What follows belongs to an exercise in optimizing a design on an open flow for a short achievable clock period and few clock cycles per item; a production flow would make more cautious choices. At most, simulation tests tie the RTL to the original design; equivalence was not proved. The RTL of runs 1 to 3 was laid out without a check of its function. Power and IR drop assume default switching activity.

**design/flow/run.sh**
```bash
#!/bin/bash
# synth_recipe.tcl (not shown) runs the flow's synth.tcl, then flattens the netlist and writes it again
# the make line also repeats each setting of config.mk as NAME=value (left out here)
make -C /OpenROAD-flow-scripts/flow DESIGN_CONFIG=/design/flow/config.mk WORK_HOME=/design/flow/orfs CLKGATE_MAP_FILE= SYNTH_SCRIPT=/design/flow/synth_recipe.tcl finish
```
**design/flow/config.mk**
```make
export PLATFORM = sky130hd
export DESIGN_NAME = dma_ahb_s4ch4
export DESIGN_NICKNAME = dma_ahb_s4ch4
export VERILOG_FILES = /design/flow/design.v
export SDC_FILE = /design/flow/constraint.sdc
export NUM_CORES = 4
export LEC_CHECK = 0
export ABC_CLOCK_PERIOD_IN_PS = 2500
export CAP_MARGIN = 20
export CORE_MARGIN = 2
export CORE_UTILIZATION = 40
export PLACE_DENSITY = 0.6
export SETUP_SLACK_MARGIN = 5
export SLEW_MARGIN = 20
export TNS_END_PERCENT = 100
```
**design/flow/constraint.sdc**
```tcl
create_clock -name core_clock -period 7.5 [get_ports {i_hclk}]
set_input_delay 1.5000 -clock core_clock [delete_from_list [all_inputs] [get_ports {i_hclk}]]
set_output_delay 1.5000 -clock core_clock [all_outputs]
set_load 0.01 [all_outputs]
```
**design/flow/design.v**
```verilog
`timescale 1ns/1ps
`default_nettype none
package dma_pkg;
    localparam int NUM_STREAMS = 4;
    localparam int REQ_LINES   = 4;
    localparam int DATA_W      = 32;
    localparam int STREAM_W    = 2;
    localparam int NDT_W       = 16;
    localparam int PL_W        = 2;
    localparam int CHSEL_W     = $clog2(REQ_LINES);
    localparam logic [3:0] REG_CR   = 4'h0;
    localparam logic [3:0] REG_NDTR = 4'h4;
    localparam logic [3:0] REG_PAR  = 4'h8;
    localparam logic [3:0] REG_MAR  = 4'hc;
    localparam int         STREAM_STRIDE = 'h10;
    localparam logic [7:0] REG_ISR       = 8'h40;
    localparam int CR_EN    = 0;
    localparam int CR_DIR   = 1;
    localparam int CR_PINC  = 2;
    localparam int CR_MINC  = 3;
    localparam int CR_CHSEL = 4;
    localparam int CR_PL    = 6;
    localparam int CR_TCIE  = 8;
    localparam int CR_TEIE  = 9;
    localparam int CR_W     = 10;
    localparam logic [1:0] HTRANS_IDLE   = 2'b00;
    localparam logic [1:0] HTRANS_NONSEQ = 2'b10;
    localparam logic [2:0] HSIZE_WORD    = 3'b010;
endpackage
`default_nettype wire
`timescale 1ns/1ps
`default_nettype none
module dma_ahb_s4ch4 (
    input  logic                       i_hclk,
    input  logic                       i_rst_n,
    input  logic                       i_s_hsel,
    input  logic [dma_pkg::DATA_W-1:0] i_s_haddr,
    input  logic                       i_s_hwrite,
    input  logic [1:0]                 i_s_htrans,
    input  logic                       i_s_hready,
    input  logic [dma_pkg::DATA_W-1:0] i_s_hwdata,
    output logic                       o_s_hreadyout,
    output logic                       o_s_hresp,
    output logic [dma_pkg::DATA_W-1:0] o_s_hrdata,
    output logic [dma_pkg::DATA_W-1:0] o_m_haddr,
    output logic                       o_m_hwrite,
    output logic [1:0]                 o_m_htrans,
    output logic [2:0]                 o_m_hsize,
    output logic [dma_pkg::DATA_W-1:0] o_m_hwdata,
    input  logic                       i_m_hready,
    input  logic                       i_m_hresp,
    input  logic [dma_pkg::DATA_W-1:0] i_m_hrdata,
    input  logic [dma_pkg::NUM_STREAMS*dma_pkg::REQ_LINES-1:0] i_req,
    output logic [dma_pkg::NUM_STREAMS-1:0] o_interrupt
);
localparam int NS = dma_pkg::NUM_STREAMS;
localparam int DW = dma_pkg::DATA_W;
localparam int NW = dma_pkg::NDT_W;
localparam int CW = dma_pkg::CR_W;
localparam int NR = 4 * NS + 1;    
function automatic logic [NR-1:0] slot_of(input logic [7:0] a);
    slot_of = '0;
    if (a == dma_pkg::REG_ISR) begin
        slot_of[NR-1] = 1'b1;
    end else if (a[7:6] == 2'b00 && a[1:0] == 2'b00) begin
        slot_of[{a[5:4], a[3:2]}] = 1'b1;
    end
endfunction
logic [NS-1:0][CW-1:0]   cr;
logic [NS-1:0][NW-1:0]   ndtr;
logic [NS-1:0][DW-1:0]   par;
logic [NS-1:0][DW-1:0]   mar;
logic [2*NS-1:0]         isr;
logic [NS-1:0]           irq_q;
logic [NS-1:0]           wpre_q;    
logic [NS-1:0]           fail_q;    
logic [NS-1:0]           fail_q2;   
logic [NR-1:0]           wsel;      
logic [NR-1:0]           rsel;      
logic [DW-1:0]           rdata_q;
logic                    a_act;
logic                    a_wr;
logic                    a_last;
logic [1:0]              a_strm;
logic [DW-1:0]           haddr_q;
logic                    d_act;
logic                    d_wr;
logic                    d_last;
logic [NS-1:0]           d_oh;      
logic [NS-1:0]           dw_oh;     
logic [DW-1:0]           hwdata_q;
logic                    cur_v;
logic [1:0]              cur;
logic [DW-1:0]           rd_ptr;    
logic [DW-1:0]           wr_ptr;    
logic [NW-1:0]           rem;       
logic                    more;      
logic                    sinc;
logic                    dinc;
logic                    rinc_p;    
logic                    winc_p;    
logic                    win_v;     
logic                    win_req;   
logic [NS-1:0]           win_oh;
logic [1:0]              win_id;
logic [3:0]              win_line;  
logic                    rq_cur;    
logic                    wbc;       
logic av;
assign av = i_s_hsel && i_s_hready && i_s_htrans[1];
always_ff @(posedge i_hclk or negedge i_rst_n) begin
    if (!i_rst_n) begin
        wsel <= '0;
        rsel <= '0;
    end else if (i_s_hready) begin
        wsel <= (av && i_s_hwrite) ? slot_of(i_s_haddr[7:0]) : '0;
        rsel <= (av && !i_s_hwrite) ? slot_of(i_s_haddr[7:0]) : '0;
    end
end
logic           wr_isr;
logic [NS-1:0]  wr_cr;
logic [NS-1:0]  wr_ndtr;
logic [NS-1:0]  wr_par;
logic [NS-1:0]  wr_mar;
always_comb begin
    wr_isr = wsel[NR-1];
    for (int s = 0; s < NS; s++) begin
        wr_cr[s]   = wsel[4*s];
        wr_ndtr[s] = wsel[4*s+1];
        wr_par[s]  = wsel[4*s+2];
        wr_mar[s]  = wsel[4*s+3];
    end
end
logic hrdy;
logic herr;
assign hrdy = i_m_hready;
assign herr = i_m_hresp && d_act;
logic [NS-1:0] wfin;    
logic [NS-1:0] xfail;   
always_comb begin
    for (int s = 0; s < NS; s++) begin
        wfin[s]  = hrdy && !i_m_hresp && dw_oh[s] && d_last;
        xfail[s] = hrdy && i_m_hresp && d_oh[s];
    end
end
logic [NS-1:0][CW-1:0] cr_d;
logic [NS-1:0][NW-1:0] ndtr_d;
logic [NS-1:0][DW-1:0] par_d;
logic [NS-1:0][DW-1:0] mar_d;
logic [2*NS-1:0]       isr_d;
logic [NS-1:0]         irq_d;
always_comb begin
    logic [2*NS-1:0] set;
    logic [2*NS-1:0] clr;
    for (int s = 0; s < NS; s++) begin
        logic pinc;
        logic minc;
        pinc = cr[s][dma_pkg::CR_PINC];
        minc = cr[s][dma_pkg::CR_MINC];
        ndtr_d[s] = ndtr[s];
        par_d[s]  = par[s];
        mar_d[s]  = mar[s];
        cr_d[s]   = cr[s];
        if (wpre_q[s]) begin
            ndtr_d[s] = ndtr[s] - 1'b1;
            par_d[s]  = pinc ? par[s] + DW'(4) : par[s];
            mar_d[s]  = minc ? mar[s] + DW'(4) : mar[s];
            if (ndtr[s] == NW'(1)) begin
                cr_d[s][dma_pkg::CR_EN] = 1'b0;
            end
        end else if (fail_q[s]) begin
            ndtr_d[s] = ndtr[s] + 1'b1;
            par_d[s]  = pinc ? par[s] - DW'(4) : par[s];
            mar_d[s]  = minc ? mar[s] - DW'(4) : mar[s];
        end
        if (xfail[s]) begin
            cr_d[s][dma_pkg::CR_EN] = 1'b0;
        end
        if (wr_cr[s]) begin
            cr_d[s] = i_s_hwdata[CW-1:0];
        end
        if (wr_ndtr[s]) begin
            ndtr_d[s] = i_s_hwdata[NW-1:0];
        end
        if (wr_par[s]) begin
            par_d[s] = i_s_hwdata;
        end
        if (wr_mar[s]) begin
            mar_d[s] = i_s_hwdata;
        end
        set[2*s]   = wfin[s];
        set[2*s+1] = fail_q2[s];
    end
    clr   = wr_isr ? i_s_hwdata[2*NS-1:0] : '0;
    isr_d = (isr & ~clr) | set;
    for (int s = 0; s < NS; s++) begin
        irq_d[s] = (isr_d[2*s] && cr_d[s][dma_pkg::CR_TCIE]) ||
                   (isr_d[2*s+1] && cr_d[s][dma_pkg::CR_TEIE]);
    end
end
always_ff @(posedge i_hclk or negedge i_rst_n) begin
    if (!i_rst_n) begin
        cr      <= '0;
        ndtr    <= '0;
        par     <= '0;
        mar     <= '0;
        isr     <= '0;
        irq_q   <= '0;
        fail_q  <= '0;
        fail_q2 <= '0;
    end else begin
        cr      <= cr_d;
        ndtr    <= ndtr_d;
        par     <= par_d;
        mar     <= mar_d;
        isr     <= isr_d;
        irq_q   <= irq_d;
        fail_q  <= xfail;
        fail_q2 <= fail_q;
    end
end
assign o_interrupt = irq_q;
logic [NR-1:0][DW-1:0] rval;
logic [NR-1:0]         rsel1;
logic [DW-1:0]         rmux1;
logic [DW-1:0]         rmux0;
always_comb begin
    for (int s = 0; s < NS; s++) begin
        rval[4*s]   = DW'(wr_cr[s]   ? i_s_hwdata[CW-1:0] : cr[s]);
        rval[4*s+1] = DW'(wr_ndtr[s] ? i_s_hwdata[NW-1:0] : ndtr[s]);
        rval[4*s+2] = wr_par[s] ? i_s_hwdata : par[s];
        rval[4*s+3] = wr_mar[s] ? i_s_hwdata : mar[s];
    end
    rval[NR-1] = DW'(isr_d);
    rsel1 = (i_s_hsel && i_s_htrans[1] && !i_s_hwrite) ? slot_of(i_s_haddr[7:0]) : '0;
    rmux1 = '0;
    rmux0 = '0;
    for (int i = 0; i < NR; i++) begin
        rmux1 = rmux1 | (rsel1[i] ? rval[i] : '0);
        rmux0 = rmux0 | (rsel[i] ? rval[i] : '0);
    end
end
always_ff @(posedge i_hclk or negedge i_rst_n) begin
    if (!i_rst_n) begin
        rdata_q <= '0;
    end else begin
        rdata_q <= i_s_hready ? rmux1 : rmux0;
    end
end
assign o_s_hreadyout = 1'b1;
assign o_s_hresp     = 1'b0;
assign o_s_hrdata    = rdata_q;
logic [NS-1:0][NS-1:0] hp;
logic [NS-1:0]         pre;
logic [NS-1:0]         rs;
logic [NS-1:0]         el;
logic [NS-1:0]         w;       
logic [NS-1:0]         p;       
logic [NS-1:0]         hp_cur;
always_comb begin
    for (int a = 0; a < NS; a++) begin
        for (int b = 0; b < NS; b++) begin
            logic [1:0] pa;
            logic [1:0] pb;
            pa = cr[a][dma_pkg::CR_PL +: dma_pkg::PL_W];
            pb = cr[b][dma_pkg::CR_PL +: dma_pkg::PL_W];
            hp[a][b] = (a != b) && ((pa > pb) || (pa == pb && a < b));
        end
    end
    for (int s = 0; s < NS; s++) begin
        pre[s]    = cr[s][dma_pkg::CR_EN] && (ndtr[s] != '0) && !(cur_v && cur == 2'(s));
        rs[s]     = i_req[s*dma_pkg::REQ_LINES + cr[s][dma_pkg::CR_CHSEL +: dma_pkg::CHSEL_W]];
        el[s]     = pre[s] && rs[s];
        hp_cur[s] = hp[s][cur];
    end
    for (int s = 0; s < NS; s++) begin
        w[s] = el[s];
        p[s] = pre[s];
        for (int t = 0; t < NS; t++) begin
            if (el[t] && hp[t][s]) begin
                w[s] = 1'b0;
            end
            if (pre[t] && hp[t][s]) begin
                p[s] = 1'b0;
            end
        end
    end
end
logic [NS-1:0] win_n;
assign win_n = (|el) ? w : p;
always_ff @(posedge i_hclk or negedge i_rst_n) begin
    if (!i_rst_n) begin
        win_v    <= 1'b0;
        win_req  <= 1'b0;
        win_oh   <= '0;
        win_id   <= '0;
        win_line <= '0;
        rq_cur   <= 1'b0;
        wbc      <= 1'b0;
    end else begin
        win_v    <= |pre;
        win_req  <= |el;
        win_oh   <= win_n;
        win_id   <= {win_n[3] | win_n[2], win_n[3] | win_n[1]};
        win_line <= '0;
        for (int s = 0; s < NS; s++) begin
            if (win_n[s]) begin
                win_line <= {2'(s), cr[s][dma_pkg::CR_CHSEL +: dma_pkg::CHSEL_W]};
            end
        end
        rq_cur   <= rs[cur];
        wbc      <= |(w & hp_cur);
    end
end
logic [DW-1:0] nx_src;
logic [DW-1:0] nx_dst;
logic [NW-1:0] nx_cnt;
logic          nx_sinc;
logic          nx_dinc;
always_comb begin
    nx_src  = '0;
    nx_dst  = '0;
    nx_cnt  = '0;
    nx_sinc = 1'b0;
    nx_dinc = 1'b0;
    for (int s = 0; s < NS; s++) begin
        if (win_oh[s]) begin
            if (cr[s][dma_pkg::CR_DIR]) begin
                nx_src  = nx_src | mar[s];
                nx_dst  = nx_dst | par[s];
                nx_sinc = nx_sinc | cr[s][dma_pkg::CR_MINC];
                nx_dinc = nx_dinc | cr[s][dma_pkg::CR_PINC];
            end else begin
                nx_src  = nx_src | par[s];
                nx_dst  = nx_dst | mar[s];
                nx_sinc = nx_sinc | cr[s][dma_pkg::CR_PINC];
                nx_dinc = nx_dinc | cr[s][dma_pkg::CR_MINC];
            end
            nx_cnt = nx_cnt | ndtr[s];
        end
    end
end
logic a_isr;      
logic cont_ok;    
logic more_now;
logic go;         
logic c1, s1;     
logic c0, s0;     
logic do_w;
logic do_cont;
logic do_load;    
logic do_start;
logic [DW-1:0] nra;      
assign a_isr    = a_act && !a_wr;
assign more_now = rinc_p ? (rem != NW'(1)) : more;
assign cont_ok  = cur_v && more && rq_cur && !wbc;
assign go       = win_req || i_req[win_line];
assign c1 = !a_isr && cont_ok;
assign s1 = !a_isr && !cont_ok && win_v && (win_req || !cur_v) && !(a_act && a_wr);
assign c0 = !a_act && cont_ok;
assign s0 = !a_act && !cont_ok && win_v && (win_req || !cur_v) && !(d_act && d_wr);
assign do_w     = hrdy && a_isr;
assign do_cont  = hrdy ? c1 : c0;
assign do_load  = hrdy ? s1 : s0;
assign do_start = do_load && go;
assign nra = cont_ok ? rd_ptr : nx_src;
always_ff @(posedge i_hclk or negedge i_rst_n) begin
    if (!i_rst_n) begin
        a_act  <= 1'b0;
        a_wr   <= 1'b0;
        a_last <= 1'b0;
        a_strm <= '0;
        d_act  <= 1'b0;
        d_wr   <= 1'b0;
        d_last <= 1'b0;
        d_oh   <= '0;
        dw_oh  <= '0;
        cur_v  <= 1'b0;
        cur    <= '0;
        rinc_p <= 1'b0;
        winc_p <= 1'b0;
        wpre_q <= '0;
    end else begin
        if (herr) begin
            a_act <= 1'b0;
        end else if (hrdy) begin
            a_act <= a_isr || c1 || (s1 && go);
        end else begin
            a_act <= a_act || c0 || (s0 && go);
        end
        if (hrdy) begin
            a_wr   <= a_isr;
            a_last <= !more_now;
            a_strm <= s1 ? win_id : cur;
        end else if (!a_act) begin
            a_wr   <= 1'b0;
            a_strm <= s0 ? win_id : cur;
        end
        if (hrdy) begin
            d_act  <= a_act && !herr;
            d_wr   <= a_wr;
            d_last <= a_last;
            for (int s = 0; s < NS; s++) begin
                d_oh[s]  <= a_act && !herr && a_strm == 2'(s);
                dw_oh[s] <= a_act && !herr && a_wr && a_strm == 2'(s);
            end
        end
        if (herr) begin
            if (hrdy) begin
                cur_v <= 1'b0;
            end
        end else if (do_start) begin
            cur_v <= 1'b1;
            cur   <= win_id;
        end else if (hrdy && d_act && d_wr && d_last) begin
            cur_v <= 1'b0;
        end
        rinc_p <= do_start || do_cont;
        winc_p <= do_w;
        for (int s = 0; s < NS; s++) begin
            wpre_q[s] <= do_w && cur == 2'(s);
        end
    end
end
always_ff @(posedge i_hclk) begin
    if (hrdy) begin
        haddr_q <= a_isr ? wr_ptr : nra;
    end else if (!a_act) begin
        haddr_q <= nra;
    end
    if (do_load) begin
        rd_ptr <= nx_src;
        wr_ptr <= nx_dst;
        rem    <= nx_cnt;
        sinc   <= nx_sinc;
        dinc   <= nx_dinc;
    end else begin
        if (rinc_p) begin
            rd_ptr <= rd_ptr + (sinc ? DW'(4) : DW'(0));
            rem    <= rem - 1'b1;
            more   <= rem != NW'(1);
        end
        if (winc_p) begin
            wr_ptr <= wr_ptr + (dinc ? DW'(4) : DW'(0));
        end
    end
    if (d_act && !d_wr) begin
        hwdata_q <= i_m_hrdata;
    end
end
assign o_m_haddr  = haddr_q;
assign o_m_hwrite = a_wr;
assign o_m_htrans = a_act ? dma_pkg::HTRANS_NONSEQ : dma_pkg::HTRANS_IDLE;
assign o_m_hsize  = dma_pkg::HSIZE_WORD;
assign o_m_hwdata = hwdata_q;
endmodule
`default_nettype wire
```
==> notes.md, run 1 <==
Starting Density=40.3%; r2r endpoint=mar[95]$_DFFE_PN0P_; Pre-antenna DRT Iters=9; maximum fanout along the worst path=4; Worst Setup Path Type=flip-flop to flip-flop; Main synth FF type=dfrtp_1; Hold WS=0.473 ns; setup TNS=0 ns; number of H-tree levels=3; first-pass GRT wire length=406000 microns; die width=365 microns; Layout Nets=7420; CTS tree=yes; pwr dens=382 nW/um^2; io pins=229; Synth Area in Simple Gates=15.7%; Syn Inst Count=6392; CTS Buffer Depth=3; vias per cell=6.68; initial antenna violation count=23; Synth Area in Adders=6.58%; latest clock arrival within the worst-skew pair=0.75 ns; Synth Area in Compound Gates=28.7%; Synth async-reset ratio=76.7%; mapped cell area=52300 sq um; GRT overflow=0; number of port buffers=197; final wirelength=297000 microns; setup ws final=3.79 ns; static leakage=28.6 nW; Hold Buf Count CTS=0; Fin. Hold Viols=0; post-synthesis sequential area ratio=31.6%; Worst-Margin Slew=1.27 ns; Worst VDD drop=259 uV; Mean Syn Cell Area=8.18 sq um; pre-CTS WS=2.38 ns; vias in the first global route=54243; DR WL/cell=33.6 microns; die height=365 microns; min Tclk post-route=3.71 ns; Post-synth EDFFs=147; core area=130000 sq um; R2R Setup Slk=3.79 ns; fmax=270 MHz; xor/xnor share of the synthesized area=4.69%; reg2reg start=wpre_q[2]$_DFF_PN0_; vias post-DR=59089; Power Total=28.0 mW; Critical Path Source=wpre_q[2]$_DFF_PN0_; crit path DAT=4.36 ns; largest family of logic cells by synthesized area=compound AO/OA/AOI/OAI gates; DR DRC count=0; Iter 0 DRT Violations=8199; layout cells sized above 1=33.2%; post-detailed-route count of antenna-violating nets=0; clock root buffer=clkbuf_16; Critical Path End=mar[95]$_DFFE_PN0P_; Setup crit start kind=flip-flop; Synth Warn #=1; Clock Skews=0.0410 ns; max-cap viol count=0; post-synth cell types=104; Die Area=134000 sq um; Placer Congestion=1.07; Rows=132; Final Cycle Share=49.5%; TritonCTS buffer count=82; worst rel slew slack=14.4%; final slew viol count=0; post-synthesis mux area share=7.68%; Overall Global Routing Usage=42.8%; Area growth, synth to finish=40.3%; Worst EP required=8.15 ns; unrepaired setup endpoints after global routing=yes; largest net degree at the start of global routing=150; synthesis-stage register bit count=631; path depth of the worst reg2reg path=17; hpwl dp=195000 microns; clock sinks=631; Fill cells=11326; status=no timing/DRC/antenna violations; HP Class=flip-flop to flip-flop; final setup violation count=0; critical path endpoint category=flip-flop; Worst-path clk slew=0.06 ns
Yosys cell counts (all sizes together) (26+ instances only):
master   instances  share of area, %
xnor2          170               2.8
or3             27              0.32
a222oi          27              0.52
a22o            29              0.49
a21boi          64              0.92
nand3           99              0.95
buf             54              0.45
edfxtp         147               8.4
a2111oi         26              0.50
nor4            30              0.40
nor3            96              0.95
mux2i          112               2.1
a31oi          111               1.3
o21ai          718               6.9
o21bai          34              0.50
a22oi          295               4.2
inv            270               1.9
a21oi          461               4.5
and2            33              0.40
nand4           60              0.72
ha             262               6.3
and3            70              0.84
xor2           110               1.8
nor2           458               3.3
nor2b           51              0.61
o211ai          31              0.45
mux2           237               5.1
dfrtp          484                23
a221oi          46              0.78
nand2          764               5.5
a211oi          58              0.85
o22ai           70              0.84
clkbuf         371               2.7
nand2b          48              0.57
a21o           134               1.9
o21a            36              0.52
logic make-up after synthesis:
group | after synthesis
AO/OA/AOI/OAI | 2340
AND/OR/NAND/NOR | 1811
buffers and inverters | 699
flip-flops | 631
multiplexers | 359
XOR/XNOR | 280
adder cells (fa/ha/maj) | 270
other | 2
registers in the layout, summed over array words and instances, names as in the netlist, 8 cells and up:
register and flops:
ndtr 64, haddr_q 32, rdata_q 32, isr 8, rsel 17, wsel 17
mar 128, par 128, rem 16, rd_ptr 32, wr_ptr 32, hwdata_q 32
cr 40
worst max-delay path: stages (launching register included):
cell        delay (ns)
dfrtp_1           0.37
buf_12            0.12
clkinvlp_4        0.10
buf_4             0.14
buf_4             0.13
buf_8             0.13
ha_4              0.25
a21o_1            0.12
a21oi_2           0.07
o211ai_1          0.40
nand3_2           0.22
a211oi_4          0.26
buf_6             0.17
o21ai_2           0.07
o311a_4           0.41
xnor2_1           0.14
or3_1             0.32
a31oi_1           0.18
worst min-delay path by stage:
| stage | startpoint | slack (ns) | depth (start not counted) | endpoint |
|---|---|---|---|---|
| 4_1_cts | fail_q[0]$_DFF_PN0_ | 0.46 | 0 | fail_q2[0]$_DFF_PN0_ |
| 3_3_place_gp | fail_q[0]$_DFF_PN0_ | 0.45 | 0 | fail_q2[0]$_DFF_PN0_ |
| 6_report | fail_q[0]$_DFF_PN0_ | 0.47 | 0 | fail_q2[0]$_DFF_PN0_ |
| 3_5_place_dp | fail_q[0]$_DFF_PN0_ | 0.44 | 0 | fail_q2[0]$_DFF_PN0_ |
| 5_1_grt | fail_q[0]$_DFF_PN0_ | 0.48 | 0 | fail_q2[0]$_DFF_PN0_ |
| 2_1_floorplan | fail_q[0]$_DFF_PN0_ | 0.40 | 0 | fail_q2[0]$_DFF_PN0_ |
layout by cell type (no fill, tap or decap), types with 101 or more instances in the layout:
cell,count
nand2_1,683
dfrtp_1,430
o21ai_0,422
buf_4,413
nor2_1,393
a21oi_1,316
inv_1,255
buf_6,233
mux2_2,223
o21ai_1,220
a22oi_1,220
edfxtp_1,147
ha_1,143
xnor2_1,138
a21o_1,132
xor2_1,107
a21oi_2,105
ha_4,101
through the flow:
stage	cell area (sq um)	util (%)	std cells
3_3_place_gp	57400	44.3	8014
5_1_grt	73300	56.5	8841
6_report	73300	56.5	8845
4_1_cts	69100	53.3	8646
3_5_place_dp	57400	44.3	8014
2_1_floorplan	54400	-	6396
routing by layer:
| metal | up-vias | GRT usage, % | part of all wire, % |
|---|---|---|---|
| met1 | 28701 | 50.3 | 36 |
| met3 | 1242 | 15.7 | 12 |
| li1 | 25052 | - | - |
| met4 | 12 | 39.6 | 12 |
| met2 | 4082 | 60.2 | 40 |
| met5 | - | 0 | 0.038 |
power breakdown:
| part | switching, mW | internal (mW) |
|---|---|---|
| clock network | 1.84 | 2.48 |
| logic | 9.91 | 7.32 |
| registers | 1.61 | 4.85 |
layout make-up:
cell class	instances	area, sq um	share of cell area, %
antenna	5	12.5	0.0171
clock buffer	118	2430	3.32
clock inverter	35	427	0.582
inverter	274	1140	1.55
multi-input combinational	5078	40300	55.0
sequential	631	16600	22.7
tap	1742	2180	2.97
timing repair buffer	955	10100	13.7
timing repair inverter	7	124	0.169
repair_timing:
action                                  4_1_cts  5_1_grt
cloned                                       39       10
pin swaps                                   413      414
resized for setup                          1683      563
endpoints found under the setup margin      667      681
buffers inserted                            440      179
==> inputs of run 2 (changes only) <==
--- a/design/flow/design.v
+++ b/design/flow/design.v
@@ -170,7 +170,7 @@
             end
         end else if (fail_q[s]) begin
-            ndtr_d[s] = ndtr[s] + 1'b1;
-            par_d[s]  = pinc ? par[s] - DW'(4) : par[s];
-            mar_d[s]  = minc ? mar[s] - DW'(4) : mar[s];
+            ndtr_d[s] = ~(~ndtr[s] - 1'b1);
+            par_d[s]  = pinc ? ~(~par[s] + DW'(4)) : par[s];
+            mar_d[s]  = minc ? ~(~mar[s] + DW'(4)) : mar[s];
         end
         if (xfail[s]) begin
@@ -437,10 +437,14 @@
     end else begin
         if (rinc_p) begin
-            rd_ptr <= rd_ptr + (sinc ? DW'(4) : DW'(0));
+            if (sinc) begin
+                rd_ptr <= rd_ptr + DW'(4);
+            end
             rem    <= rem - 1'b1;
             more   <= rem != NW'(1);
         end
         if (winc_p) begin
-            wr_ptr <= wr_ptr + (dinc ? DW'(4) : DW'(0));
+            if (dinc) begin
+                wr_ptr <= wr_ptr + DW'(4);
+            end
         end
     end
==> run 2 against run 1 <==
Total power decreased by 42%. Die area fell by 5.7%. Synthesized area is 5.7% lower. Final area decreased by 13%. Synthesized cell count shrank 6.2%. Critical path depth is 5 lower. Largest cell class unchanged. Largest power group unchanged.
==> notes.md, run 2 <==
post-synth cell types=103 (was 104); Synth top cells by count=nand2_1 (658), clkbuf_1 (510), o21ai_0 (507) (was nand2_1 (764), o21ai_0 (699), dfrtp_1 (484)); Starting Density=40.4% (was 40.3%); final slew viol count=0 (unchanged); final core occ=52.0% (was 56.5%); latest clock arrival within the worst-skew pair=0.71 ns (was 0.75 ns); Power Total=16.3 mW (was 28.0 mW); static leakage=24.0 nW (was 28.6 nW); area share of the leading cell type in the synthesized netlist=24.6% (was 23.2%); first-pass GRT wire length=362000 microns (was 406000 microns); Critical Path Source=i_s_haddr[5] (was wpre_q[2]$_DFF_PN0_); Worst-path clk slew=0.06 ns (about the same); Synth Area in Simple Gates=20.7% (was 15.7%); commonest non-fill, non-tap cells in the layout=nand2_1 (612), nor2_1 (409), o21ai_0 (409) (was nand2_1 (683), dfrtp_1 (430), o21ai_0 (422)); Reg power frac=34.5% (was 23.1%); initial antenna violation count=22 (was 23); Area growth, synth to finish=28.8% (was 40.3%); R2R Setup Slk=4.59 ns (was 3.79 ns); synthesis-stage register bit count=631 (unchanged); Critical Path End=rdata_q[1]$_DFF_PN0_ (was mar[95]$_DFFE_PN0P_); cell accounting for the most synthesized area=dfrtp_1 (unchanged); Synth Area in Compound Gates=22.8% (was 28.7%); reg2reg start=wpre_q[2]$_DFF_PN0_ (unchanged); TritonCTS buffer count=82 (unchanged); Die Area=126000 sq um (was 134000 sq um); post-synthesis mux area share=11.4% (was 7.68%); Clk pwr share=26.2% (was 15.4%); top post-synthesis cells by area=dfrtp_1 (25%), edfxtp_1 (9.0%), mux2_2 (8.9%), o21ai_0 (5.2%), nand2_1 (5.0%) (was dfrtp_1 (23%), edfxtp_1 (8.4%), o21ai_0 (6.7%), ha_1 (6.3%), nand2_1 (5.5%)); Pre-antenna DRT Iters=10 (was 9); vias in the first global route=48455 (was 54243); Hold Buf Count CTS=0 (unchanged); fin cells=7908 (was 8845); critical path endpoint category=flip-flop (unchanged); setup TNS=0 ns (unchanged); die height=355 microns (was 365 microns); Placer Congestion=1.02 (was 1.07); mapped cell area=49300 sq um (was 52300 sq um); DR DRC count=0 (unchanged); Worst-Margin Slew=1.24 ns (was 1.27 ns); layout cells sized above 1=30.2% (was 33.2%); Largest regs=mar (128), par (128), ndtr (64) (unchanged); Synth Area in Adders=1.22% (was 6.58%); pre-CTS WS=2.16 ns (was 2.38 ns); CTS tree=yes (unchanged); Internal Power=9.29 mW (was 14.7 mW); pwr dens=257 nW/um^2 (was 382 nW/um^2); Main synth FF type=dfrtp_1 (unchanged); number of H-tree levels=3 (unchanged); fmax=323 MHz (was 270 MHz); number of port buffers=197 (unchanged); post-detailed-route count of antenna-violating nets=0 (unchanged); maximum fanout along the worst path=7 (was 4); critical path's largest stage delay=0.57 ns (was 0.41 ns); Post-synth EDFFs=147 (unchanged); CP max-delay cell=or4_4 (was o311a_4); unrepaired setup endpoints after global routing=yes (unchanged); final setup violation count=0 (unchanged); Logic pwr share=39.3% (was 61.5%); core area=122000 sq um (was 130000 sq um); vias post-DR=53707 (was 59089); Setup crit start kind=input pin (was flip-flop); max-cap viol count=0 (unchanged); Cell Chain, Critical Path=buf_12, or4_4, nand4_1, buf_6, buf_6, nor2_4, buf_6, buf_6, a22oi_2, nand2_2, a2111oi_4, a41oi_2 (was buf_12, clkinvlp_4, buf_4, buf_4, buf_8, ha_4, a21o_1, a21oi_2, o211ai_1, nand3_2, a211oi_4, buf_6, o21ai_2, o311a_4, xnor2_1, or3_1, a31oi_1); Hold WS=0.515 ns (was 0.473 ns); Final Cycle Share=41.3% (was 49.5%); io pins=229 (unchanged); Clock Skews=0.0258 ns (was 0.0410 ns); Post-Place Cells=7345 (was 8014); cell with the most instances after synthesis=nand2_1 (unchanged); Rows=128 (was 132); Synth async-reset ratio=76.7% (unchanged); final wirelength=264000 microns (was 297000 microns); Fin. Hold Viols=0 (unchanged); final instance area=63400 sq um (was 73300 sq um); Iter 0 DRT Violations=8188 (was 8199); r2r endpoint=mar[90]$_DFFE_PN0P_ (was mar[95]$_DFFE_PN0P_); Fill cells=11283 (was 11326); setup ws final=4.40 ns (was 3.79 ns); Psw=7.02 mW (was 13.4 mW); hpwl dp=177000 microns (was 195000 microns); Mean Syn Cell Area=8.22 sq um (was 8.18 sq um); Layout Nets=6377 (was 7420); most common cell after layout, fill and taps aside=nand2_1 (unchanged); vias per cell=6.79 (was 6.68); clock sinks=631 (unchanged); largest net degree at the start of global routing=122 (was 150); crit path DAT=3.63 ns (was 4.36 ns); die width=355 microns (was 365 microns); xor/xnor share of the synthesized area=4.05% (was 4.69%); Overall Global Routing Usage=39.8% (was 42.8%); post-synthesis sequential area ratio=33.5% (was 31.6%); Synth Warn #=1 (unchanged); min Tclk post-route=3.10 ns (was 3.71 ns); Syn Inst Count=5996 (was 6392); clock root buffer=clkbuf_16 (unchanged); cell mode on critical path=buf_6 (was buf_4); DR WL/cell=33.3 microns (was 33.6 microns); Worst EP required=8.03 ns (was 8.15 ns); worst rel slew slack=16.3% (was 14.4%); Worst Setup Path Type=input pin to flip-flop (was flip-flop to flip-flop); status=no timing/DRC/antenna violations (unchanged); switch share=43.0% (was 47.7%); instance area at placement=52400 sq um (was 57400 sq um); CTS Buffer Depth=3 (unchanged); GRT overflow=0 (unchanged); path depth of the worst reg2reg path=9 (was 17); largest family of logic cells by synthesized area=compound AO/OA/AOI/OAI gates (unchanged); HP Class=flip-flop to flip-flop (unchanged); Worst VDD drop=231 uV (was 259 uV)
-- run 2: cell count changes in the layout (fill, tap and decap cells not counted), moves of 72 or more --
cell / before / now
ha_4: 101 / 4
ha_1: 143 / 41
o21ai_1: 220 / 88
nor3_1: 74 / 178
mux2_2: 223 / 373
a21oi_1: 316 / 171
inv_1: 255 / 183
nand3_1: 81 / 154
buf_6: 233 / 156
buf_4: 413 / 298
a21oi_2: 105 / 27
a21o_1: 132 / 28
-- run 2: area by class of cell --
| cell class | instances | area, sq um | share of cell area, % |
|---|---|---|---|
| multi-input cells | 4578 | 33600 | 52.9 |
| flip-flops and latches | 631 | 16700 | 26.3 |
| repair buffers | 707 | 7470 | 11.8 |
| clock buffers | 106 | 2180 | 3.44 |
| well taps | 1625 | 2030 | 3.21 |
| inverters | 205 | 838 | 1.32 |
| clock inverters | 46 | 606 | 0.955 |
| repair inverters | 3 | 40.0 | 0.0631 |
| diodes | 7 | 17.5 | 0.0276 |
-- run 2: per-layer routing --
layer / track usage (%) / share of wire [%]
met5: 1.21 / 0.20
met1: 53.3 / 38
met4: 20.0 / 6.4
met2: 54.5 / 40
met3: 16.3 / 16
-- run 2: cell families (layout without fill, tap and decap cells) --
group / count (synthesis) / after routing
flops: 631 / 631
xor+xnor: 228 / 228
simple gates: 2100 / 2109
compound gates: 1686 / 1686
buf+inv: 800 / 1067
other cells: 2 / 13
fa+ha+maj: 48 / 48
mux: 501 / 501
-- run 2: worst min path at each step --
stage	endpoint	cells after the start	start	slack (ns)
4_1_cts	wsel[10]$_DFFE_PN0P_	1	wsel[10]$_DFFE_PN0P_	0.50
5_1_grt	wsel[10]$_DFFE_PN0P_	1	wsel[10]$_DFFE_PN0P_	0.52
6_report	d_last$_DFFE_PN0P_	1	a_last$_DFFE_PN0P_	0.51
2_1_floorplan	fail_q2[0]$_DFF_PN0_	0	fail_q[0]$_DFF_PN0_	0.35
3_5_place_dp	wsel[10]$_DFFE_PN0P_	1	wsel[10]$_DFFE_PN0P_	0.49
3_3_place_gp	wsel[10]$_DFFE_PN0P_	1	wsel[10]$_DFFE_PN0P_	0.49
-- run 2: repair_timing --
action	in CTS	in global routing
pin swaps	198	194
buffers inserted	227	131
resized for setup	1275	432
setup endpoints to repair	636	456
gates cloned	35	10
-- run 2: power groups by stage --
stage | clock network (mW) | logic, mW | registers (mW)
detailed placement | 0 | 5.09 | 5.63
global route | 4.42 | 6.73 | 5.71
global placement | 0 | 5.05 | 5.60
floorplan | 0 | 3.50 | 5.00
finish | 4.28 | 6.40 | 5.63
CTS | 4.29 | 5.84 | 5.55
-- run 2: critical path: cells and delay by family --
kind	cells	cell delay, ns
buffers and inverters	5	0.63
and+or+nand+nor	4	0.85
AOI/OAI and AO/OA	3	0.64
==> inputs of run 3 (changes only) <==
--- a/design/flow/design.v
+++ b/design/flow/design.v
@@ -106,4 +106,5 @@
 logic [3:0]              win_line;  
 logic                    rq_cur;    
+logic [3:0]              cur_line;  
 logic                    wbc;       
 logic av;
@@ -144,4 +145,22 @@
     end
 end
+logic [NW-1:0] ndtr_dn;
+logic [NW-1:0] ndtr_bk;
+logic [DW-1:0] par_up;
+logic [DW-1:0] par_bk;
+logic [DW-1:0] mar_up;
+logic [DW-1:0] mar_bk;
+logic          ndtr_one;
+always_ff @(posedge i_hclk) begin
+    ndtr_dn  <= ndtr[cur] - 1'b1;
+    par_up   <= par[cur] + DW'(4);
+    mar_up   <= mar[cur] + DW'(4);
+    ndtr_one <= ndtr[cur] == NW'(1);
+    if (|wpre_q) begin
+        ndtr_bk <= ndtr[cur];
+        par_bk  <= par[cur];
+        mar_bk  <= mar[cur];
+    end
+end
 logic [NS-1:0][CW-1:0] cr_d;
 logic [NS-1:0][NW-1:0] ndtr_d;
@@ -163,14 +182,14 @@
         cr_d[s]   = cr[s];
         if (wpre_q[s]) begin
-            ndtr_d[s] = ndtr[s] - 1'b1;
-            par_d[s]  = pinc ? par[s] + DW'(4) : par[s];
-            mar_d[s]  = minc ? mar[s] + DW'(4) : mar[s];
-            if (ndtr[s] == NW'(1)) begin
+            ndtr_d[s] = ndtr_dn;
+            par_d[s]  = pinc ? par_up : par[s];
+            mar_d[s]  = minc ? mar_up : mar[s];
+            if (ndtr_one) begin
                 cr_d[s][dma_pkg::CR_EN] = 1'b0;
             end
         end else if (fail_q[s]) begin
-            ndtr_d[s] = ~(~ndtr[s] - 1'b1);
-            par_d[s]  = pinc ? ~(~par[s] + DW'(4)) : par[s];
-            mar_d[s]  = minc ? ~(~mar[s] + DW'(4)) : mar[s];
+            ndtr_d[s] = ndtr_bk;
+            par_d[s]  = pinc ? par_bk : par[s];
+            mar_d[s]  = minc ? mar_bk : mar[s];
         end
         if (xfail[s]) begin
@@ -222,5 +241,5 @@
 assign o_interrupt = irq_q;
 logic [NR-1:0][DW-1:0] rval;
-logic [NR-1:0]         rsel1;
+logic [NS-1:0][DW-1:0] grp;
 logic [DW-1:0]         rmux1;
 logic [DW-1:0]         rmux0;
@@ -233,9 +252,17 @@
     end
     rval[NR-1] = DW'(isr_d);
-    rsel1 = (i_s_hsel && i_s_htrans[1] && !i_s_hwrite) ? slot_of(i_s_haddr[7:0]) : '0;
+    for (int s = 0; s < NS; s++) begin
+        grp[s] = rval[{2'(s), i_s_haddr[3:2]}];
+    end
     rmux1 = '0;
+    if (i_s_hsel && i_s_htrans[1] && !i_s_hwrite) begin
+        if (i_s_haddr[7:0] == dma_pkg::REG_ISR) begin
+            rmux1 = rval[NR-1];
+        end else if (i_s_haddr[7:6] == 2'b00 && i_s_haddr[1:0] == 2'b00) begin
+            rmux1 = grp[i_s_haddr[5:4]];
+        end
+    end
     rmux0 = '0;
     for (int i = 0; i < NR; i++) begin
-        rmux1 = rmux1 | (rsel1[i] ? rval[i] : '0);
         rmux0 = rmux0 | (rsel[i] ? rval[i] : '0);
     end
@@ -258,16 +285,25 @@
 logic [NS-1:0]         p;       
 logic [NS-1:0]         hp_cur;
-always_comb begin
-    for (int a = 0; a < NS; a++) begin
-        for (int b = 0; b < NS; b++) begin
-            logic [1:0] pa;
-            logic [1:0] pb;
-            pa = cr[a][dma_pkg::CR_PL +: dma_pkg::PL_W];
-            pb = cr[b][dma_pkg::CR_PL +: dma_pkg::PL_W];
-            hp[a][b] = (a != b) && ((pa > pb) || (pa == pb && a < b));
+logic [NS-1:0]         act;     
+always_ff @(posedge i_hclk or negedge i_rst_n) begin
+    if (!i_rst_n) begin
+        hp  <= '0;
+        act <= '0;
+    end else begin
+        for (int a = 0; a < NS; a++) begin
+            for (int b = 0; b < NS; b++) begin
+                logic [1:0] pa;
+                logic [1:0] pb;
+                pa = cr_d[a][dma_pkg::CR_PL +: dma_pkg::PL_W];
+                pb = cr_d[b][dma_pkg::CR_PL +: dma_pkg::PL_W];
+                hp[a][b] <= (a != b) && ((pa > pb) || (pa == pb && a < b));
+            end
+            act[a] <= cr_d[a][dma_pkg::CR_EN] && (ndtr_d[a] != '0);
         end
     end
+end
+always_comb begin
     for (int s = 0; s < NS; s++) begin
-        pre[s]    = cr[s][dma_pkg::CR_EN] && (ndtr[s] != '0) && !(cur_v && cur == 2'(s));
+        pre[s]    = act[s] && !(cur_v && cur == 2'(s));
         rs[s]     = i_req[s*dma_pkg::REQ_LINES + cr[s][dma_pkg::CR_CHSEL +: dma_pkg::CHSEL_W]];
         el[s]     = pre[s] && rs[s];
@@ -309,5 +345,5 @@
             end
         end
-        rq_cur   <= rs[cur];
+        rq_cur   <= i_req[cur_line];
         wbc      <= |(w & hp_cur);
     end
@@ -378,4 +414,5 @@
         cur_v  <= 1'b0;
         cur    <= '0;
+        cur_line <= '0;
         rinc_p <= 1'b0;
         winc_p <= 1'b0;
@@ -411,6 +448,7 @@
             end
         end else if (do_start) begin
-            cur_v <= 1'b1;
-            cur   <= win_id;
+            cur_v    <= 1'b1;
+            cur      <= win_id;
+            cur_line <= win_line;
         end else if (hrdy && d_act && d_wr && d_last) begin
             cur_v <= 1'b0;
--- a/design/flow/config.mk
+++ b/design/flow/config.mk
@@ -9,6 +9,6 @@
 export CAP_MARGIN = 20
 export CORE_MARGIN = 2
-export CORE_UTILIZATION = 40
-export PLACE_DENSITY = 0.6
+export CORE_UTILIZATION = 50
+export PLACE_DENSITY = 0.65
 export SETUP_SLACK_MARGIN = 5
 export SLEW_MARGIN = 20
==> run 3 against run 2 <==
Sequential power grew 76%. Synthesized area grew 8.4%. Critical path type unchanged. Critical endpoint is now win_line[1]$_DFF_PN0_. Clock skew grew 0.0087 ns. Critical path depth shrank 5. Core utilization grew 11 points.
==> notes.md, run 3 <==
Placer Congestion=1.02 (about the same); Iter 0 DRT Violations=10175 (was 8188); Syn Inst Count=6036 (was 5996); commonest non-fill, non-tap cells in the layout=o21ai_0 (634), nand2_1 (625), nor2_1 (520) (was nand2_1 (612), nor2_1 (409), o21ai_0 (409)); Hold Crit Start=d_oh[2]$_DFFE_PN0P_ (was a_last$_DFFE_PN0P_); Overall Global Routing Usage=48.2% (was 39.8%); first-pass GRT wire length=376000 microns (was 362000 microns); most common cell after layout, fill and taps aside=o21ai_0 (was nand2_1); pre-CTS WS=2.98 ns (was 2.16 ns); Final Cycle Share=40.3% (was 41.3%); Worst Setup Path Type=input pin to flip-flop (unchanged); GRT overflow=0 (unchanged); fin cells=7756 (was 7908); critical path's largest stage delay=0.59 ns (was 0.57 ns); Post-synth EDFFs=227 (was 147); largest net degree at the start of global routing=137 (was 122); TritonCTS buffer count=95 (was 82); Layout Nets=6414 (was 6377); Largest regs=mar (128), par (128), ndtr (64) (unchanged); post-synth cell types=93 (was 103); max-cap viol count=0 (unchanged); Worst VDD drop=298 uV (was 231 uV); number of H-tree levels=3 (unchanged); clock root buffer=clkbuf_16 (unchanged); Area growth, synth to finish=24.4% (was 28.8%); CP max-delay cell=or4_4 (unchanged); final slew viol count=0 (unchanged); Synth Warn #=1 (unchanged); Main synth FF type=dfrtp_1 (unchanged); cell with the most instances after synthesis=o21ai_0 (was nand2_1); Cell Chain, Critical Path=buf_6, mux4_2, and3_4, or4_4, o31ai_4, nor3b_1, a211oi_2 (was buf_12, or4_4, nand4_1, buf_6, buf_6, nor2_4, buf_6, buf_6, a22oi_2, nand2_2, a2111oi_4, a41oi_2); final core occ=63.0% (was 52.0%); Starting Density=50.6% (was 40.4%); cell accounting for the most synthesized area=dfrtp_1 (unchanged); clock sinks=811 (was 631); layout cells sized above 1=23.0% (was 30.2%); die height=331 microns (was 355 microns); Post-Place Cells=7197 (was 7345); hpwl dp=157000 microns (was 177000 microns); fmax=331 MHz (was 323 MHz); Fill cells=8749 (was 11283); min Tclk post-route=3.02 ns (was 3.10 ns); top post-synthesis cells by area=dfrtp_1 (24%), edfxtp_1 (13%), mux2i_1 (7.5%), o21ai_0 (6.8%), mux4_2 (4.7%) (was dfrtp_1 (25%), edfxtp_1 (9.0%), mux2_2 (8.9%), o21ai_0 (5.2%), nand2_1 (5.0%)); DR DRC count=0 (unchanged); R2R Setup Slk=4.62 ns (was 4.59 ns); setup TNS=0 ns (unchanged); setup ws final=4.48 ns (was 4.40 ns); post-synthesis sequential area ratio=39.4% (was 33.5%); Critical Path Source=i_req[3] (was i_s_haddr[5]); Pre-antenna DRT Iters=14 (was 10); post-detailed-route count of antenna-violating nets=0 (unchanged); unrepaired setup endpoints after global routing=yes (unchanged); core area=106000 sq um (was 122000 sq um); Power Total=27.8 mW (was 16.3 mW); HP Class=flip-flop to flip-flop (unchanged); Fin. Hold Viols=0 (unchanged); Setup crit start kind=input pin (unchanged); CTS tree=yes (unchanged); worst rel slew slack=24.2% (was 16.3%); crit path DAT=3.62 ns (was 3.63 ns); Worst EP required=8.10 ns (was 8.03 ns); r2r endpoint=win_line[1]$_DFF_PN0_ (was mar[90]$_DFFE_PN0P_); Mean Syn Cell Area=8.85 sq um (was 8.22 sq um); Worst-path clk slew=0.06 ns (about the same); reg2reg start=cur[1]$_DFFE_PN0P_ (was wpre_q[2]$_DFF_PN0_); number of port buffers=197 (unchanged); Worst-Margin Slew=1.14 ns (was 1.24 ns); Synth top cells by count=o21ai_0 (731), nand2_1 (658), nor2_1 (560) (was nand2_1 (658), clkbuf_1 (510), o21ai_0 (507)); status=no timing/DRC/antenna violations (unchanged); io pins=229 (unchanged); final setup violation count=0 (unchanged); critical path endpoint category=flip-flop (unchanged); vias post-DR=56203 (was 53707); mapped cell area=53400 sq um (was 49300 sq um); final wirelength=272000 microns (was 264000 microns); Hold Buf Count CTS=0 (unchanged); pwr dens=418 nW/um^2 (was 257 nW/um^2); vias in the first global route=51174 (was 48455); maximum fanout along the worst path=5 (was 7); Die Area=109000 sq um (was 126000 sq um); area share of the leading cell type in the synthesized netlist=23.6% (was 24.6%); path depth of the worst reg2reg path=7 (was 9); Clock Skews=0.0345 ns (was 0.0258 ns); die width=331 microns (was 355 microns); Critical Path End=win_line[1]$_DFF_PN0_ (was rdata_q[1]$_DFF_PN0_); DR WL/cell=35.1 microns (was 33.3 microns); Rows=119 (was 128); Worst Hold Depth=1 (unchanged); vias per cell=7.25 (was 6.79); static leakage=25.3 nW (was 24.0 nW); CTS Buffer Depth=3 (unchanged); latest clock arrival within the worst-skew pair=0.74 ns (was 0.71 ns); Synth async-reset ratio=62.0% (was 76.7%); synthesis-stage register bit count=811 (was 631); initial antenna violation count=18 (was 22)
run 3: cell count changes after synthesis, sizes merged, moves of 80 or more:
cell	before	now
mux4	9	119
nand3	166	55
mux2	390	182
nor2	448	561
o22ai	58	163
a21boi	13	96
mux2i	102	400
edfxtp	147	227
dfxtp	0	81
a21oi	206	440
o21ai	531	740
xnor2	154	72
clkbuf	511	429
nor3	228	32
run 3: power by group:
group | internal, mW | total [mW] | switching (mW)
Sequential | 6.95 | 9.91 | 2.97
Combinational | 5.50 | 13.0 | 7.49
Clock | 2.87 | 4.92 | 2.05
Total | 15.3 | 27.8 | 12.5
run 3: worst max-delay path, delay by kind of cell:
kind | cells | cell delay [ns]
buffers and inverters | 1 | 0.09
AO/OA/AOI/OAI | 2 | 0.44
AND/OR/NAND/NOR | 3 | 1.08
multiplexers | 1 | 0.51
run 3: layout make-up:
cell class	instances	area, sq um	area share (%)
well taps	1391	1740	2.62
clock buffers	142	2780	4.18
multi-input cells	4449	31800	47.9
diodes	15	37.5	0.0565
repair buffers	663	7550	11.4
clock inverters	36	435	0.655
flip-flops and latches	811	21100	31.8
inverters	249	993	1.49
run 3: cell families (layout without fill, tap and decap cells):
group                    count (synthesis)  in the layout  synth area share, %
AO/OA/AOI/OAI                         1988           1988                 22.6
AND/OR/NAND/NOR                       1587           1591                 13.0
flip-flops                             811            811                 39.4
buffers and inverters                  784           1090                 5.80
multiplexers                           701            701                 16.4
XOR/XNOR                               139            139                 2.28
adder cells (fa/ha/maj)                 24             24                0.562
other                                    2             21               0.0141
run 3: through the flow:
| stage | hold WS [ns] | area (sq um) |
|---|---|---|
| floorplan | 0.352 | 54600 |
| global placement | 0.465 | 56500 |
| detailed placement | 0.480 | 56500 |
| CTS | 0.495 | 64300 |
| global route | 0.504 | 66400 |
| finish | 0.494 | 66500 |
run 3: routing by layer:
layer / GRT usage, % / up-vias / routed length [microns]
li1: - / 22572 / -
met1: 58.2 / 26389 / 91500
met2: 66.5 / 5429 / 107000
met3: 19.7 / 1805 / 42600
met4: 41.2 / 8 / 31700
met5: 0.0870 / - / 50
run 3: how the worst min path moves through the flow:
stage	slack [ns]	end
floorplan	0.35	fail_q2[0]$_DFF_PN0_
global placement	0.46	d_oh[1]$_DFFE_PN0P_
detailed placement	0.48	d_oh[2]$_DFFE_PN0P_
CTS	0.50	d_oh[1]$_DFFE_PN0P_
global route	0.50	d_oh[1]$_DFFE_PN0P_
finish	0.49	d_oh[2]$_DFFE_PN0P_
run 3: repair_timing:
item                                    in CTS  in global routing
gates cloned                                26                  5
setup buffers                              227                108
endpoints found under the setup margin     818                373
pin swaps                                  104                118
gates resized for setup                   1143                227
==> inputs of run 4 (changes only) <==
--- a/design/flow/design.v
+++ b/design/flow/design.v
@@ -77,5 +77,5 @@
 logic [NS-1:0]           fail_q2;   
 logic [NR-1:0]           wsel;      
-logic [NR-1:0]           rsel;      
+logic                    dph_rd;    
 logic [DW-1:0]           rdata_q;
 logic                    a_act;
@@ -113,8 +113,8 @@
     if (!i_rst_n) begin
         wsel <= '0;
-        rsel <= '0;
+        dph_rd <= 1'b0;
     end else if (i_s_hready) begin
         wsel <= (av && i_s_hwrite) ? slot_of(i_s_haddr[7:0]) : '0;
-        rsel <= (av && !i_s_hwrite) ? slot_of(i_s_haddr[7:0]) : '0;
+        dph_rd <= av && !i_s_hwrite;
     end
 end
@@ -243,5 +243,4 @@
 logic [NS-1:0][DW-1:0] grp;
 logic [DW-1:0]         rmux1;
-logic [DW-1:0]         rmux0;
 always_comb begin
     for (int s = 0; s < NS; s++) begin
@@ -263,8 +262,4 @@
         end
     end
-    rmux0 = '0;
-    for (int i = 0; i < NR; i++) begin
-        rmux0 = rmux0 | (rsel[i] ? rval[i] : '0);
-    end
 end
 always_ff @(posedge i_hclk or negedge i_rst_n) begin
@@ -272,5 +267,5 @@
         rdata_q <= '0;
     end else begin
-        rdata_q <= i_s_hready ? rmux1 : rmux0;
+        rdata_q <= i_s_hready ? rmux1 : (dph_rd ? rdata_q : '0);
     end
 end
==> run 4 against run 3 <==
Clock skew about the same. Die area fell by 9.1%. Worst setup slack improved by 0.12 ns. Flip-flop and latch count down 16. Total power fell by 6.4%. First-iteration DRC count decreased by 32%. Global-route usage fell by 6.4 points. Critical path depth grew 4. Clock-buffer cell count decreased by 17. Critical endpoint is now mar_up[27]$_DFF_P_. Highest routed layer unchanged.
==> notes.md, run 4 <==
status=no timing/DRC/antenna violations (unchanged); CTS Buffer Depth=3 (unchanged); Iter 0 DRT Violations=6952 (was 10175); area of the multi-input gates=27900 sq um (was 31800 sq um); hpwl dp=116000 microns (was 157000 microns); Hold Buf Count CTS=0 (unchanged); mapped cell area=48500 sq um (was 53400 sq um); Pre-antenna DRT Iters=8 (was 14); Synth Area in Simple Gates=12.9% (was 13.0%); clock root buffer=clkbuf_16 (unchanged); layout cells sized above 1=27.7% (was 23.0%); static leakage=22.9 nW (was 25.3 nW); core area=96400 sq um (was 106000 sq um); post-synthesis sequential area ratio=42.5% (was 39.4%); cell accounting for the most synthesized area=dfrtp_1 (unchanged); switch share=42.8% (was 44.9%); vias post-DR=46675 (was 56203); DR DRC count=0 (unchanged); GRT overflow=0 (unchanged); fin cells=6718 (was 7756); Clock Skews=0.0341 ns (was 0.0345 ns); post-detailed-route count of antenna-violating nets=0 (unchanged); post-synthesis mux area share=19.8% (was 16.4%); post-synth cell types=85 (was 93); final slew viol count=0 (unchanged); die width=315 microns (was 331 microns); Logic pwr share=47.0% (was 46.7%); cell with the most instances after synthesis=nor2_1 (was o21ai_0); maximum fanout along the worst path=6 (was 5); unrepaired setup endpoints after global routing=yes (unchanged); final wirelength=218000 microns (was 272000 microns); commonest non-fill, non-tap cells in the layout=nor2_1 (569), nand2_1 (510), dfrtp_1 (452) (was o21ai_0 (634), nand2_1 (625), nor2_1 (520)); FF+latch area=20700 sq um (was 21100 sq um); largest net degree at the start of global routing=144 (was 137); final setup violation count=0 (unchanged); fmax=345 MHz (was 331 MHz); Layout Nets=5503 (was 6414); Synth Area in Compound Gates=17.2% (was 22.6%); Die Area=99500 sq um (was 109000 sq um); Setup crit start kind=flip-flop (was input pin); most common cell after layout, fill and taps aside=nor2_1 (was o21ai_0); vias per cell=6.95 (was 7.25); HP Class=flip-flop to flip-flop (unchanged); io pins=229 (unchanged); Psw=11.1 mW (was 12.5 mW); Worst-Margin Slew=1.09 ns (was 1.14 ns); clock sinks=795 (was 811); number of H-tree levels=3 (unchanged); initial antenna violation count=17 (was 18); Main synth FF type=dfrtp_1 (unchanged); Internal Power=14.9 mW (was 15.3 mW); top post-synthesis cells by area=dfrtp_1 (25%), edfxtp_1 (14%), mux2i_1 (7.6%), mux2_2 (7.1%), mux4_2 (4.8%) (was dfrtp_1 (24%), edfxtp_1 (13%), mux2i_1 (7.5%), o21ai_0 (6.8%), mux4_2 (4.7%)); Rows=114 (was 119); Worst EP required=8.07 ns (was 8.10 ns); Critical Path Source=cur[0]$_DFFE_PN0P_ (was i_req[3]); Synth Warn #=1 (unchanged); Post-synth EDFFs=227 (unchanged); number of port buffers=197 (unchanged); instance area at placement=51600 sq um (was 56500 sq um); Worst VDD drop=270 uV (was 298 uV); Reg power frac=35.3% (was 35.6%); first-pass GRT wire length=302000 microns (was 376000 microns); setup TNS=0 ns (unchanged); synthesis-stage register bit count=795 (was 811); DR WL/cell=32.5 microns (was 35.1 microns); met2 usage=60.5% (was 66.5%); pwr dens=430 nW/um^2 (was 418 nW/um^2); Placer Congestion=0.921 (was 1.02); largest family of logic cells by synthesized area=multiplexers (was compound AO/OA/AOI/OAI gates); Synth async-reset ratio=61.3% (was 62.0%); die height=315 microns (was 331 microns); crit path DAT=3.47 ns (was 3.62 ns); Synth Area in Adders=0.619% (was 0.562%); layer with the highest usage=met2 (unchanged); Hold Crit Start=rdata_q[25]$_DFFE_PN0P_ (was d_oh[2]$_DFFE_PN0P_); Area growth, synth to finish=24.8% (was 24.4%); Starting Density=50.3% (was 50.6%); max-cap viol count=0 (unchanged); min Tclk post-route=2.90 ns (was 3.02 ns); final instance area=60500 sq um (was 66500 sq um); GR Util met3=14.1% (was 19.7%); Largest regs=mar (128), par (128), ndtr (64) (unchanged); CTS tree=yes (unchanged); pre-CTS WS=2.63 ns (was 2.98 ns); Fill cells=7725 (was 8749); Worst-path clk slew=0.06 ns (about the same); worst rel slew slack=27.5% (was 24.2%); Final Cycle Share=38.7% (was 40.3%); critical path endpoint category=flip-flop (unchanged); Fin. Hold Viols=0 (unchanged); Mean Syn Cell Area=9.53 sq um (was 8.85 sq um); Overall Global Routing Usage=41.8% (was 48.2%); setup ws final=4.60 ns (was 4.48 ns); xor/xnor share of the synthesized area=2.51% (was 2.28%); vias in the first global route=43671 (was 51174); area share of the leading cell type in the synthesized netlist=25.1% (was 23.6%); Worst Setup Path Type=flip-flop to flip-flop (was input pin to flip-flop); M1 GR Usage=51.2% (was 58.2%); Hold WS=0.479 ns (was 0.494 ns); Post-Place Cells=6202 (was 7197); TritonCTS buffer count=90 (was 95); Syn Inst Count=5086 (was 6036); reg2reg start=cur[0]$_DFFE_PN0P_ (was cur[1]$_DFFE_PN0P_); latest clock arrival within the worst-skew pair=0.71 ns (was 0.74 ns); Clk pwr share=17.7% (about the same); Synth top cells by count=nor2_1 (608), nand2_1 (541), dfrtp_1 (487) (was o21ai_0 (731), nand2_1 (658), nor2_1 (560))
==> run 4: cell types whose count changed after synthesis, sizes merged, moves of 50 or more <==
cell    before  now
o21ai      740  414
inv        247   69
mux2       182  306
nand2      658  542
clkbuf     429  326
a21boi      96   14
a22oi      239  173
o22ai      163  112
nor2       561  611
==> run 4: per-layer routing <==
metal / vias to the layer above / share of wire, %
met4: 16 / 10
met5: - / 0.054
met2: 3872 / 42
li1: 19237 / -
met1: 22294 / 34
met3: 1256 / 14
==> run 4: timing repair <==
item	4_1_cts	5_1_grt
resized for setup	993	232
endpoints found under the setup margin	782	281
setup buffers	199	97
cloned	34	10
pin swaps	84	116
endpoints found under the hold margin	0	0
==> run 4: worst max-delay path, stage by stage (launching register included) <==
cell and delay, ns:
dfrtp_4 0.51, buf_12 0.18, buf_6 0.13, buf_12 0.13, mux4_2 0.36, nand4_1 0.24, buf_4 0.24, nor4_4 0.20
buf_4 0.20, and2_4 0.29, nand3_4 0.11, xnor2_2 0.14
==> run 4: cell type report <==
type / instances / share of cell area, %
clock buffer: 125 / 4.28
sequential: 795 / 34.3
timing repair buffer: 613 / 11.5
inverter: 72 / 0.513
multi-input combinational: 3786 / 46.1
clock inverter: 43 / 0.691
tap: 1276 / 2.64
antenna: 8 / 0.0331
==> run 4: path summary, 6_finish.rpt <==
check / end / slack (ns) / depth (start not counted)
max in group asynchronous: wsel[7]$_DFFE_PN0P_ / 5.28 / 2
min: rdata_q[25]$_DFFE_PN0P_ / 0.48 / 2
min reg2reg: rdata_q[25]$_DFFE_PN0P_ / 0.48 / 2
max reg2reg: mar_up[27]$_DFF_P_ / 4.60 / 11
max: mar_up[27]$_DFF_P_ / 4.60 / 11
min in group asynchronous: par[115]$_DFFE_PN0P_ / 0.76 / 1
==> run 4: metrics by stage <==
step / power (mW) / util [%]
5_1_grt: 26.9 / 62.7
4_1_cts: 24.6 / 60.5
2_1_floorplan: 15.3 / -
6_report: 26.0 / 62.7
3_5_place_dp: 18.8 / 53.5
3_3_place_gp: 18.5 / 53.5
==> run 4: cells by family after synthesis <==
group	after synthesis
AND/OR/NAND/NOR	1445
AO/OA/AOI/OAI	1380
flip-flops	795
multiplexers	784
buffers and inverters	517
XOR/XNOR	139
adder cells (fa/ha/maj)	24
other	2
==> run 4: power by group through the flow <==
| stage | registers, mW | clock network [mW] | logic (mW) |
|---|---|---|---|
| 2_1_floorplan | 8.31 | 0 | 7.02 |
| 3_3_place_gp | 9.19 | 0 | 9.33 |
| 3_5_place_dp | 9.27 | 0 | 9.49 |
| 4_1_cts | 9.03 | 4.60 | 11.0 |
| 5_1_grt | 9.37 | 4.78 | 12.8 |
| 6_report | 9.18 | 4.61 | 12.2 |
Testbench counts of run 4, summed over its fixed seeds: cycles 46,926, words 14,473.

## afterwards: timing with drivers on the ports
The results above use ideal ports. As a check the final layouts listed here were re-extracted and re-timed, cells and wires unchanged. Step 1: set_driving_cell puts a clkbuf_16 on i_hclk and a buf_2 on each other input, an assumption about the parent block. Step 2 times the ports against the registers' clock, not the clock port: input delays grow and output delays shrink by t, the midpoint of the rising clock arrivals with the driver on. a / b / c = ideal / step 1 / step 2; a / b = the first two.
run | t, ns | setup WS [ns] | worst register clock-pin slew, ns | worst data-port slew with drivers (ns)
run 1 | 0.811 | 3.790 / 3.790 / 3.732 | 0.07 / 0.07 | 0.12
run 2 | 0.776 | 4.400 / 4.393 / 3.617 | 0.07 / 0.07 | 0.15
run 3 | 0.804 | 4.476 / 4.513 / 3.708 | 0.07 / 0.07 | 0.38
run 4 | 0.766 | 4.599 / 4.580 / 3.813 | 0.07 / 0.07 | 0.48
After both steps every run listed still meets setup and hold. The setup slack of run 4, which loses most, moves by -0.019 ns with the drivers and by -0.786 ns with both steps.
